This design comes from an exercise in tuning for small area on the open sky130 flow, not from production work.
Only simulation tests tie the RTL to the original design; equivalence was not proved.

== red ==
==> flow/design.v <==
`default_nettype none
module crack_sched #(
    parameter int NENG = 2
) (
    input  logic                clk,
    input  logic                rst_n,
    input  logic                en,
    output logic                rdy,
    output logic [23:0]         key,
    output logic                key_valid,
    output logic [7:0]          ct_addr,
    input  logic [7:0]          ct_rddata,
    output logic [NENG-1:0]     eng_en,
    input  logic [NENG-1:0]     eng_rdy,
    input  logic [24*NENG-1:0]  eng_key,
    input  logic [NENG-1:0]     eng_key_valid,
    input  logic [8*NENG-1:0]   eng_ct_addr,
    output logic [8*NENG-1:0]   eng_ct_rddata
);
    typedef enum logic [1:0] {
        IDLE   = 2'd0,
        COPY   = 2'd1,
        LAUNCH = 2'd2,
        RUN    = 2'd3
    } state_t;
    state_t            state_q, state_d;
    logic [7:0]        ct_addr_q, ct_addr_d;
    logic [7:0]        len_q, len_d;
    logic              first_q, first_d;
    logic              skip_q, skip_d;
    logic [NENG-1:0]   done_q, done_d;
    logic [NENG-1:0]   eng_en_q, eng_en_d;
    logic [23:0]       key_q, key_d;
    logic              key_valid_q, key_valid_d;
    logic [7:0]        tm_q;
    logic [255:0][7:0] ring_q;
    logic [7:0]        pos_q [NENG];
    logic [7:0]        len_eff;
    logic [NENG-1:0]   done_now;
    logic [NENG-1:0]   hit;
    logic [23:0]       key_sel;
    always_comb begin
        state_d     = state_q;
        ct_addr_d   = ct_addr_q;
        len_d       = len_q;
        first_d     = first_q;
        skip_d      = skip_q;
        done_d      = done_q;
        eng_en_d    = '0;
        key_d       = key_q;
        key_valid_d = key_valid_q;
        len_eff     = (tm_q == 8'd0) ? ct_rddata : len_q;
        done_now    = done_q | (skip_q ? {NENG{1'b0}} : eng_rdy);
        hit         = done_now & eng_key_valid;
        key_sel     = '0;
        for (int i = NENG - 1; i >= 0; i--) begin
            if (hit[i]) key_sel = eng_key[24*i +: 24];
        end
        case (state_q)
            IDLE: begin
                if (en) begin
                    state_d     = COPY;
                    ct_addr_d   = 8'd0;
                    first_d     = 1'b1;
                    key_d       = '0;
                    key_valid_d = 1'b0;
                end
            end
            COPY: begin
                if (first_q) begin
                    first_d   = 1'b0;
                    ct_addr_d = ct_addr_q + 8'd1;
                end else begin
                    len_d = len_eff;
                    if (tm_q == len_eff) begin
                        state_d = LAUNCH;
                    end else begin
                        if (ct_addr_q != len_eff) ct_addr_d = ct_addr_q + 8'd1;
                    end
                end
            end
            LAUNCH: begin
                if (|eng_en_q) begin
                    state_d = RUN;
                    skip_d  = 1'b1;
                    done_d  = '0;
                end else if (&eng_rdy) begin
                    eng_en_d = '1;
                end
            end
            RUN: begin
                skip_d = 1'b0;
                done_d = done_now;
                if (|hit) begin
                    key_d       = key_sel;
                    key_valid_d = 1'b1;
                    state_d     = IDLE;
                end else if (&done_now) begin
                    key_d       = '0;
                    key_valid_d = 1'b0;
                    state_d     = IDLE;
                end
            end
            default: state_d = IDLE;
        endcase
    end
    always_ff @(posedge clk) begin
        if (state_q == IDLE && en) tm_q <= 8'hff;
        else                      tm_q <= tm_q + 8'd1;
        ring_q <= {ring_q[254:0], (state_q == COPY) ? ct_rddata : ring_q[255]};
    end
    generate
        for (genvar g = 0; g < NENG; g++) begin : g_rd_port
            always_ff @(posedge clk) pos_q[g] <= tm_q - eng_ct_addr[8*g +: 8];
            logic [255:0] sel;
            crack_sched_dec u_dec (.pos(pos_q[g]), .sel(sel));
            for (genvar b = 0; b < 8; b++) begin : g_bit
                logic [255:0] col;
                for (genvar j = 0; j < 256; j++) begin : g_col
                    assign col[j] = ring_q[j][b];
                end
                crack_sched_col u_col (.sel(sel), .d(col), .y(eng_ct_rddata[8*g + b]));
            end
        end
    endgenerate
    always_ff @(posedge clk or negedge rst_n) begin
        if (!rst_n) begin
            state_q         <= IDLE;
            ct_addr_q       <= '0;
            len_q           <= '0;
            first_q         <= 1'b0;
            skip_q          <= 1'b0;
            done_q          <= '0;
            eng_en_q        <= '0;
            key_q           <= '0;
            key_valid_q     <= 1'b0;
        end else begin
            state_q         <= state_d;
            ct_addr_q       <= ct_addr_d;
            len_q           <= len_d;
            first_q         <= first_d;
            skip_q          <= skip_d;
            done_q          <= done_d;
            eng_en_q        <= eng_en_d;
            key_q           <= key_d;
            key_valid_q     <= key_valid_d;
        end
    end
    assign rdy       = (state_q == IDLE);
    assign key       = key_q;
    assign key_valid = key_valid_q;
    assign ct_addr   = ct_addr_q;
    assign eng_en    = eng_en_q;
endmodule
module crack_sched_dec (
    input  logic [7:0]   pos,
    output logic [255:0] sel
);
    assign sel = 256'd1 << pos;
endmodule
module crack_sched_col (
    input  logic [255:0] sel,
    input  logic [255:0] d,
    output logic         y
);
    logic [85:0] xn;
    for (genvar k = 0; k < 85; k++) begin : g_aoi
        crack_sched_aoi222 u_aoi (
            .a0(d[3*k]),   .b0(sel[3*k]),
            .a1(d[3*k+1]), .b1(sel[3*k+1]),
            .a2(d[3*k+2]), .b2(sel[3*k+2]),
            .y(xn[k])
        );
    end
    assign xn[85] = ~(d[255] & sel[255]);
    assign y = ~&xn;
endmodule
module crack_sched_aoi222 (
    input  logic a0, b0, a1, b1, a2, b2,
    output logic y
);
    assign y = ~((a0 & b0) | (a1 & b1) | (a2 & b2));
endmodule
`default_nettype wire
Settings: LEC_CHECK=0, CAP_MARGIN=20, CORE_MARGIN=2, CORE_UTILIZATION=40, SLEW_MARGIN=20, SYNTH_HIERARCHICAL=1, SYNTH_MINIMUM_KEEP_SIZE=0; clock period 5.0 ns.
run.sh (not shown) runs the stock make flow with config.mk's settings and CLKGATE_MAP_FILE= SYNTH_SCRIPT=/design/flow/synth_recipe.tcl, a recipe that flattens the netlist after the stock synthesis.
What the final checks of red revealed, after a flow that finished every stage, was a layout that fails on negative setup slack.
> inputs changed (red -> blue)
-- flow/design.v --
<<< red, line 113
        for (genvar g = 0; g < NENG; g++) begin : g_rd_port
            always_ff @(posedge clk) pos_q[g] <= tm_q - eng_ct_addr[8*g +: 8];
            logic [255:0] sel;
            crack_sched_dec u_dec (.pos(pos_q[g]), .sel(sel));
            for (genvar b = 0; b < 8; b++) begin : g_bit
                logic [255:0] col;
>>> blue, line 113
        for (genvar g = 0; g < NENG; g++) begin : g_rd_port
            always_ff @(posedge clk) pos_q[g] <= tm_q - eng_ct_addr[8*g +: 8];
            logic [15:0] lo, hi;
            assign lo = 16'd1 << pos_q[g][3:0];
            assign hi = 16'd1 << pos_q[g][7:4];
            for (genvar b = 0; b < 8; b++) begin : g_bit
                logic [255:0] col;
<<< red, line 120
                    assign col[j] = ring_q[j][b];
                end
                crack_sched_col u_col (.sel(sel), .d(col), .y(eng_ct_rddata[8*g + b]));
            end
        end
>>> blue, line 121
                    assign col[j] = ring_q[j][b];
                end
                crack_sched_col u_col (.lo(lo), .hi(hi), .d(col), .y(eng_ct_rddata[8*g + b]));
            end
        end
<<< red, line 153
    assign eng_en    = eng_en_q;
endmodule
module crack_sched_dec (
    input  logic [7:0]   pos,
    output logic [255:0] sel
);
    assign sel = 256'd1 << pos;
endmodule
module crack_sched_col (
    input  logic [255:0] sel,
    input  logic [255:0] d,
    output logic         y
);
    logic [85:0] xn;
    for (genvar k = 0; k < 85; k++) begin : g_aoi
        crack_sched_aoi222 u_aoi (
            .a0(d[3*k]),   .b0(sel[3*k]),
            .a1(d[3*k+1]), .b1(sel[3*k+1]),
            .a2(d[3*k+2]), .b2(sel[3*k+2]),
            .y(xn[k])
        );
    end
    assign xn[85] = ~(d[255] & sel[255]);
    assign y = ~&xn;
endmodule
module crack_sched_aoi222 (
>>> blue, line 154
    assign eng_en    = eng_en_q;
endmodule
module crack_sched_col (
    input  logic [15:0]  lo,
    input  logic [15:0]  hi,
    input  logic [255:0] d,
    output logic         y
);
    logic [15:0] yn;
    for (genvar g = 0; g < 16; g++) begin : g_grp
        crack_sched_grp u_grp (.lo(lo), .hi(hi[g]), .d(d[16*g +: 16]), .yn(yn[g]));
    end
    assign y = ~&yn;
endmodule
module crack_sched_grp (
    input  logic [15:0] lo,
    input  logic        hi,
    input  logic [15:0] d,
    output logic        yn
);
    logic [5:0] xn;
    for (genvar k = 0; k < 5; k++) begin : g_aoi
        crack_sched_aoi222 u_aoi (
            .a0(d[3*k]),   .b0(lo[3*k]),
            .a1(d[3*k+1]), .b1(lo[3*k+1]),
            .a2(d[3*k+2]), .b2(lo[3*k+2]),
            .y(xn[k])
        );
    end
    assign xn[5] = ~(d[15] & lo[15]);
    assign yn = ~(hi & ~&xn);
endmodule
module crack_sched_aoi222 (
Results
None of the runs blue and red ends with a clean layout. The flow for blue finished, though final verification flagged negative setup slack. red leaves less setup margin than blue. Looking at critical path capture point, the eng_ct_rddata[0] result is from red; the eng_ct_rddata[1] one comes from blue. On overall die area: blue sits below red. Count of buffers not belonging to the clock network in the layout, blue and red: smaller value in blue. Parity-gate share of the synthesized area counting xor and xnor cells delta (blue -> red): insignificant. Synthesized cell count, blue vs red: down by a little under 10%. Of the two candidates, red has the worse final design instance area without fill and blue the better one.

-- port drivers added, routing unchanged --
The flow's constraints put no driver on any port. The routed layouts listed below were extracted and timed again, unchanged, in two steps. Step 1 assumes that a clkbuf_16 drives the clock port and a buf_2 every other input. Step 2 moves the port delays by t, midway between the first and last clock arrival at a register: inputs arrive t later, outputs are due t later. That takes back most of the time a late clock gives input paths. a / b / c = ideal / step 1 / step 2; a / b = the first two.
| run | t, ns | slack for setup (ns) | latest minus earliest clock arrival (ns) | worst register clock-pin slew, ns | worst slew at a driven data input, ns |
|---|---|---|---|---|---|
| red | 0.956 | -0.526 / -0.613 / 0.343 | 0.095 / 0.095 | 0.07 / 0.07 | 0.07 |
| blue | 0.909 | -0.072 / -0.152 / 0.757 | 0.053 / 0.053 | 0.07 / 0.07 | 0.07 |
